Context: an optimization exercise on an open-source flow, tuned for small area, a short achievable clock period and few clock cycles per item. The choices shown serve that exercise and are no tape-out recipe. The RTL was checked by simulation tests, not by an equivalence proof against the original design. No activity file was given, so power comes from the tool's default toggle rates.

==> inputs of branch nickel <==
// radix_digit_emitter_unit
module radix_digit_emitter_unit (
  input  logic                         clk_i,
  input  logic                         rst_ni,
  input  logic                         cfg_valid_i,
  output logic                         cfg_ready_o,
  input  logic [rdx_pkg::CfgIdxW-1:0]  cfg_index_i,
  input  logic [rdx_pkg::CfgDataW-1:0] cfg_data_i,
  input  logic                         s_axis_tvalid,
  output logic                         s_axis_tready,
  input  logic [31:0]                  s_axis_tdata,    
  output logic                         m_axis_tvalid,
  input  logic                         m_axis_tready,
  output logic [7:0]                   m_axis_tdata,    
  output logic                         m_axis_tlast,
  output logic                         m_axis_tuser     
);
  logic        pow2, odd, tern;
  logic [2:0]  k;
  logic [3:0]  kmask, hp;
  logic        known, cfg_ok;
  logic        scan_en;
  logic [3:0]  sel;
  logic [7:0]  char;
  logic        q_valid, q_take, q_neg;
  logic [31:0] q_mag;
  assign cfg_ready_o = 1'b1;
  rdx_front u_front (
    .clk_i       (clk_i),
    .rst_ni      (rst_ni),
    .cfg_valid_i (cfg_valid_i),
    .cfg_index_i (cfg_index_i),
    .cfg_data_i  (cfg_data_i),
    .scan_en_i   (scan_en),
    .sel_i       (sel),
    .char_o      (char),
    .radix_o     (),
    .pow2_o      (pow2),
    .k_o         (k),
    .kmask_o     (kmask),
    .hp_o        (hp),
    .odd_o       (odd),
    .tern_o      (tern),
    .known_o     (known),
    .valid_o     (cfg_ok)
  );
  rdx_queue u_queue (
    .clk_i       (clk_i),
    .rst_ni      (rst_ni),
    .in_valid_i  (s_axis_tvalid),
    .in_ready_o  (s_axis_tready),
    .in_value_i  (s_axis_tdata),
    .out_valid_o (q_valid),
    .out_take_i  (q_take),
    .out_mag_o   (q_mag),
    .out_neg_o   (q_neg)
  );
  rdx_back u_back (
    .clk_i       (clk_i),
    .rst_ni      (rst_ni),
  ...
Settings: LEC_CHECK=0, CAP_MARGIN=20, CORE_MARGIN=2, CORE_UTILIZATION=40, SLEW_MARGIN=20; clock period 12.0 ns.
standard.sh (not shown) runs the stock make flow with config.mk's settings and CLKGATE_MAP_FILE= SYNTH_SCRIPT=/design/flow/synth_recipe.tcl, a recipe that flattens the netlist after the stock synthesis.
==> flow/flow/run.sh <==
#!/bin/bash
# Layout: the standard flow, unchanged, with a tighter target for the
# resizer's setup repair. With SETUP_SLACK_MARGIN=8.5 repair_timing keeps
# working until the paths have 8.5 ns of slack at the design's 12 ns clock,
# i.e. until they fit in about 3.5 ns. The clock, constraints and every other
# step are the standard ones; the layout is signed off at 12 ns as usual.
cp standard.sh standard.sh.log 2>/dev/null
export SETUP_SLACK_MARGIN=8.5
bash standard.sh > standard.log 2>&1
==> branch delta: changes against branch nickel <==
--- a/flow/design.v
+++ b/flow/design.v
@@ -345,12 +345,13 @@
   logic [3:0]   edig_q [N];
   logic [N-1:0] eact_q;
   logic         eneg_q;
   logic         lo_ph_q, top_q;
   logic [4*K-1:0] pdig_q;
   logic [4:0]   pbase_q;
+  logic [3:0]   px_q;
   logic         pbit_q, pmore_q;
   logic        e_v_q;
   logic [1:0]  e_kind_q;
   logic [3:0]  e_dig_q;
   logic        e_last_q;
   logic        o_v_q, s_v_q;
@@ -428,13 +429,13 @@
   logic [4:0] rh;
   logic [1:0] i_d1;
   logic [3:0] i_d0;
   assign rh = {hp, odd};
   always_comb begin
     logic [5:0] x, r1, r2, r3;
-    x  = {2'b0, pwin[4:1]};
+    x  = {2'b0, px_q};
     r1 = {1'b0, rh};
     r2 = {rh, 1'b0};
     r3 = {1'b0, rh} + {rh, 1'b0};
     if (x >= r3) begin
       i_d1 = 2'd3;
       i_d0 = 4'(x - r3);
@@ -459,29 +460,33 @@
   );
   logic xfer, handoff, efree, pfull;
   assign pfull = |pdig_q[4*(K-1) +: 4];
   always_comb begin
     pst_d = pst_q;
     unique case (pst_q)
-      rdx_pkg::PIdle: if (q_valid_i && conv) pst_d = rdx_pkg::PInit;
-      rdx_pkg::PInit: pst_d = (pbase_q == 5'd0) ? rdx_pkg::PStop : rdx_pkg::PRun;
+      rdx_pkg::PIdle: if (q_valid_i && conv) pst_d = rdx_pkg::PLoad;
+      rdx_pkg::PLoad: pst_d = rdx_pkg::PInit;
+      rdx_pkg::PInit: pst_d = pmore_q ? rdx_pkg::PRun : rdx_pkg::PStop;
       rdx_pkg::PRun:  if (pfull || pbase_q == 5'd0) pst_d = rdx_pkg::PStop;
       default: ;
     endcase
     if (xfer) pst_d = rdx_pkg::PIdle;
   end
   always_ff @(posedge clk_i) begin
     unique case (pst_q)
       rdx_pkg::PIdle: pbase_q <= pbase0;
+      rdx_pkg::PLoad: begin
+        px_q    <= pwin[4:1];
+        pbit_q  <= pwin[0];
+        pbase_q <= pbase_q - 5'd1;
+        pmore_q <= (pbase_q != 5'd0);
+      end
       rdx_pkg::PInit: begin
         pdig_q  <= '0;
         pdig_q[3:0] <= i_d0;
         pdig_q[5:4] <= i_d1;
-        pbit_q  <= pwin[0];
-        pbase_q <= pbase_q - 5'd1;
-        pmore_q <= (pbase_q != 5'd0);
       end
       rdx_pkg::PRun: begin
         if (!pfull) begin
           pdig_q  <= pdig_n;
           pbit_q  <= pwin[0];
           pbase_q <= pbase_q - 5'd1;
==> flow/flow/run.sh (replaced) <==
#!/bin/bash
# Layout: the standard flow (standard.sh), unchanged in its steps, with
# two settings passed to it:
#  - SETUP_SLACK_MARGIN=9: the resizer's setup repair keeps working until the
#    paths have 9 ns of slack at the design's 12 ns clock (about 3 ns), so the
#    layout is timed for speed although it is signed off at 12 ns as usual.
#  - BUFFER_PORTS_ARGS: every input and output port still gets its own
#    buffer, as in the standard flow, but a buf_2 instead of the delay cell
#    the flow picks by default.
# The clock, constraints, floorplan, power grid and all other steps are the
# standard ones. All tool output goes to standard.log and the ORFS logs.
cp standard.sh standard.sh.log 2>/dev/null
export SETUP_SLACK_MARGIN=9
export BUFFER_PORTS_ARGS="-buffer_cell sky130_fd_sc_hd__buf_2"
bash standard.sh > standard.log 2>&1
ABC_AREA = 1   (was unset)
==> branch ember: changes against branch nickel <==
--- a/flow/design.v
+++ b/flow/design.v
@@ -345,12 +345,13 @@
   logic [3:0]   edig_q [N];
   logic [N-1:0] eact_q;
   logic         eneg_q;
   logic         lo_ph_q, top_q;
   logic [4*K-1:0] pdig_q;
   logic [4:0]   pbase_q;
+  logic [3:0]   px_q;
   logic         pbit_q, pmore_q;
   logic        e_v_q;
   logic [1:0]  e_kind_q;
   logic [3:0]  e_dig_q;
   logic        e_last_q;
   logic        o_v_q, s_v_q;
@@ -428,13 +429,13 @@
   logic [4:0] rh;
   logic [1:0] i_d1;
   logic [3:0] i_d0;
   assign rh = {hp, odd};
   always_comb begin
     logic [5:0] x, r1, r2, r3;
-    x  = {2'b0, pwin[4:1]};
+    x  = {2'b0, px_q};
     r1 = {1'b0, rh};
     r2 = {rh, 1'b0};
     r3 = {1'b0, rh} + {rh, 1'b0};
     if (x >= r3) begin
       i_d1 = 2'd3;
       i_d0 = 4'(x - r3);
@@ -459,29 +460,33 @@
   );
   logic xfer, handoff, efree, pfull;
   assign pfull = |pdig_q[4*(K-1) +: 4];
   always_comb begin
     pst_d = pst_q;
     unique case (pst_q)
-      rdx_pkg::PIdle: if (q_valid_i && conv) pst_d = rdx_pkg::PInit;
-      rdx_pkg::PInit: pst_d = (pbase_q == 5'd0) ? rdx_pkg::PStop : rdx_pkg::PRun;
+      rdx_pkg::PIdle: if (q_valid_i && conv) pst_d = rdx_pkg::PLoad;
+      rdx_pkg::PLoad: pst_d = rdx_pkg::PInit;
+      rdx_pkg::PInit: pst_d = pmore_q ? rdx_pkg::PRun : rdx_pkg::PStop;
       rdx_pkg::PRun:  if (pfull || pbase_q == 5'd0) pst_d = rdx_pkg::PStop;
       default: ;
     endcase
     if (xfer) pst_d = rdx_pkg::PIdle;
   end
   always_ff @(posedge clk_i) begin
     unique case (pst_q)
       rdx_pkg::PIdle: pbase_q <= pbase0;
+      rdx_pkg::PLoad: begin
+        px_q    <= pwin[4:1];
+        pbit_q  <= pwin[0];
+        pbase_q <= pbase_q - 5'd1;
+        pmore_q <= (pbase_q != 5'd0);
+      end
       rdx_pkg::PInit: begin
         pdig_q  <= '0;
         pdig_q[3:0] <= i_d0;
         pdig_q[5:4] <= i_d1;
-        pbit_q  <= pwin[0];
-        pbase_q <= pbase_q - 5'd1;
-        pmore_q <= (pbase_q != 5'd0);
       end
       rdx_pkg::PRun: begin
         if (!pfull) begin
           pdig_q  <= pdig_n;
           pbit_q  <= pwin[0];
           pbase_q <= pbase_q - 5'd1;
==> flow/flow/run.sh (replaced) <==
#!/bin/bash
# Layout: the standard flow (standard.sh), unchanged in its steps, with
# two settings passed to it:
#  - SETUP_SLACK_MARGIN=9.3: the resizer's setup repair keeps working until the
#    paths have 9.3 ns of slack at the design's 12 ns clock (about 2.7 ns), so the
#    layout is timed for speed although it is signed off at 12 ns as usual.
#  - BUFFER_PORTS_ARGS: every input and output port still gets its own
#    buffer, as in the standard flow, but a buf_2 instead of the delay cell
#    the flow picks by default.
# The clock, constraints, floorplan, power grid and all other steps are the
# standard ones. All tool output goes to standard.log and the ORFS logs.
cp standard.sh standard.sh.log 2>/dev/null
export SETUP_SLACK_MARGIN=9.3
export BUFFER_PORTS_ARGS="-buffer_cell sky130_fd_sc_hd__buf_2"
bash standard.sh > standard.log 2>&1
ABC_AREA = 1   (was unset)
==> comparison table <==
quantity	branch ember	branch delta	branch nickel
Number of rows in the core area	101	101	98
Sequential Power	3300 uW	3300 uW	3280 uW
Fraction of area in multi-input gates	0.4242	0.4214	0.4233
Number of instances in the synthesized netlist	3744	3744	2654
Number of setup buffers added after CTS	214	57	99
Count of clock-net buffers in the final layout	61	71	67
Highest routing layer actually used	met4	met5	met4
Seq/Total Area, Yosys	0.4587	0.4587	0.4765
Non-filler cells in the finished layout	5257	5087	3914
Number of cells on the critical path	4	4	3
Status	finished clean	finished clean	finished clean
Fmax	262.0 MHz	263.7 MHz	268.1 MHz
Share of flip-flops with an asynchronous set or reset	0.05697	0.05697	0.05743
Estimated wirelength of the detail-placed design	64290 um	63550 um	59350 um
Leading cell type in the layout, fill and taps excluded	nand2_1	nand2_1	edfxtp_1
Hold Worst Slack	0.4182 ns	0.4222 ns	0.4216 ns
Leakage power of the design	0.01807 uW	0.01660 uW	0.01321 uW
Area inside the core boundary	0.07557 mm^2	0.07557 mm^2	0.07161 mm^2
M2 GR Usage	0.4101	0.3864	0.3734
Comb_multi_in	2659	2654	1889
Met1 layer usage reported by global route	0.3357	0.3174	0.3165
Share of power burned in the clock network	0.137	0.151	0.157
Cell with the most instances on the worst path	buf_12	buf_12	-
Hold Startpoint	u_front.cd_in_q[56]	u_front.cd_in_q[38]	u_front.cd_in_q[26]
Top-count cell post-synth	nand2_1	nand2_1	edfxtp_1
Flop pwr share	0.244	0.279	0.299
Reg-to-reg setup timing slack	8.77 ns	8.70 ns	8.30 ns
Testbench counts of branch nickel, summed over its fixed seeds: cycles 31,790, items 2,304.
Testbench counts of branch delta, summed over its fixed seeds: cycles 32,215, items 2,304.
Testbench counts of branch ember, summed over its fixed seeds: cycles 32,215, items 2,304.

## afterwards: timing with drivers on the ports
The flow's constraints put no driver on any port. The routed layouts listed below were extracted and timed again, unchanged, in two steps.
Step 1 assumes that a clkbuf_16 drives the clock port and a buf_2 every other input.
Step 2 moves the port delays by t, midway between the first and last clock arrival at a register: inputs arrive t later, outputs are due t later. That takes back most of the time a late clock gives input paths.
Slacks: ideal ports / drivers / drivers and shift; pairs: ideal ports / drivers.
run | t, ns | setup WS [ns] | worst data-port slew with drivers (ns)
branch nickel | 0.691 | 8.270 / 8.212 / 8.279 | 0.04
branch delta | 0.687 | 8.208 / 8.147 / 8.704 | 0.05
branch ember | 0.695 | 8.183 / 8.116 / 8.766 | 0.07
After both steps setup and hold are still met in every run listed.
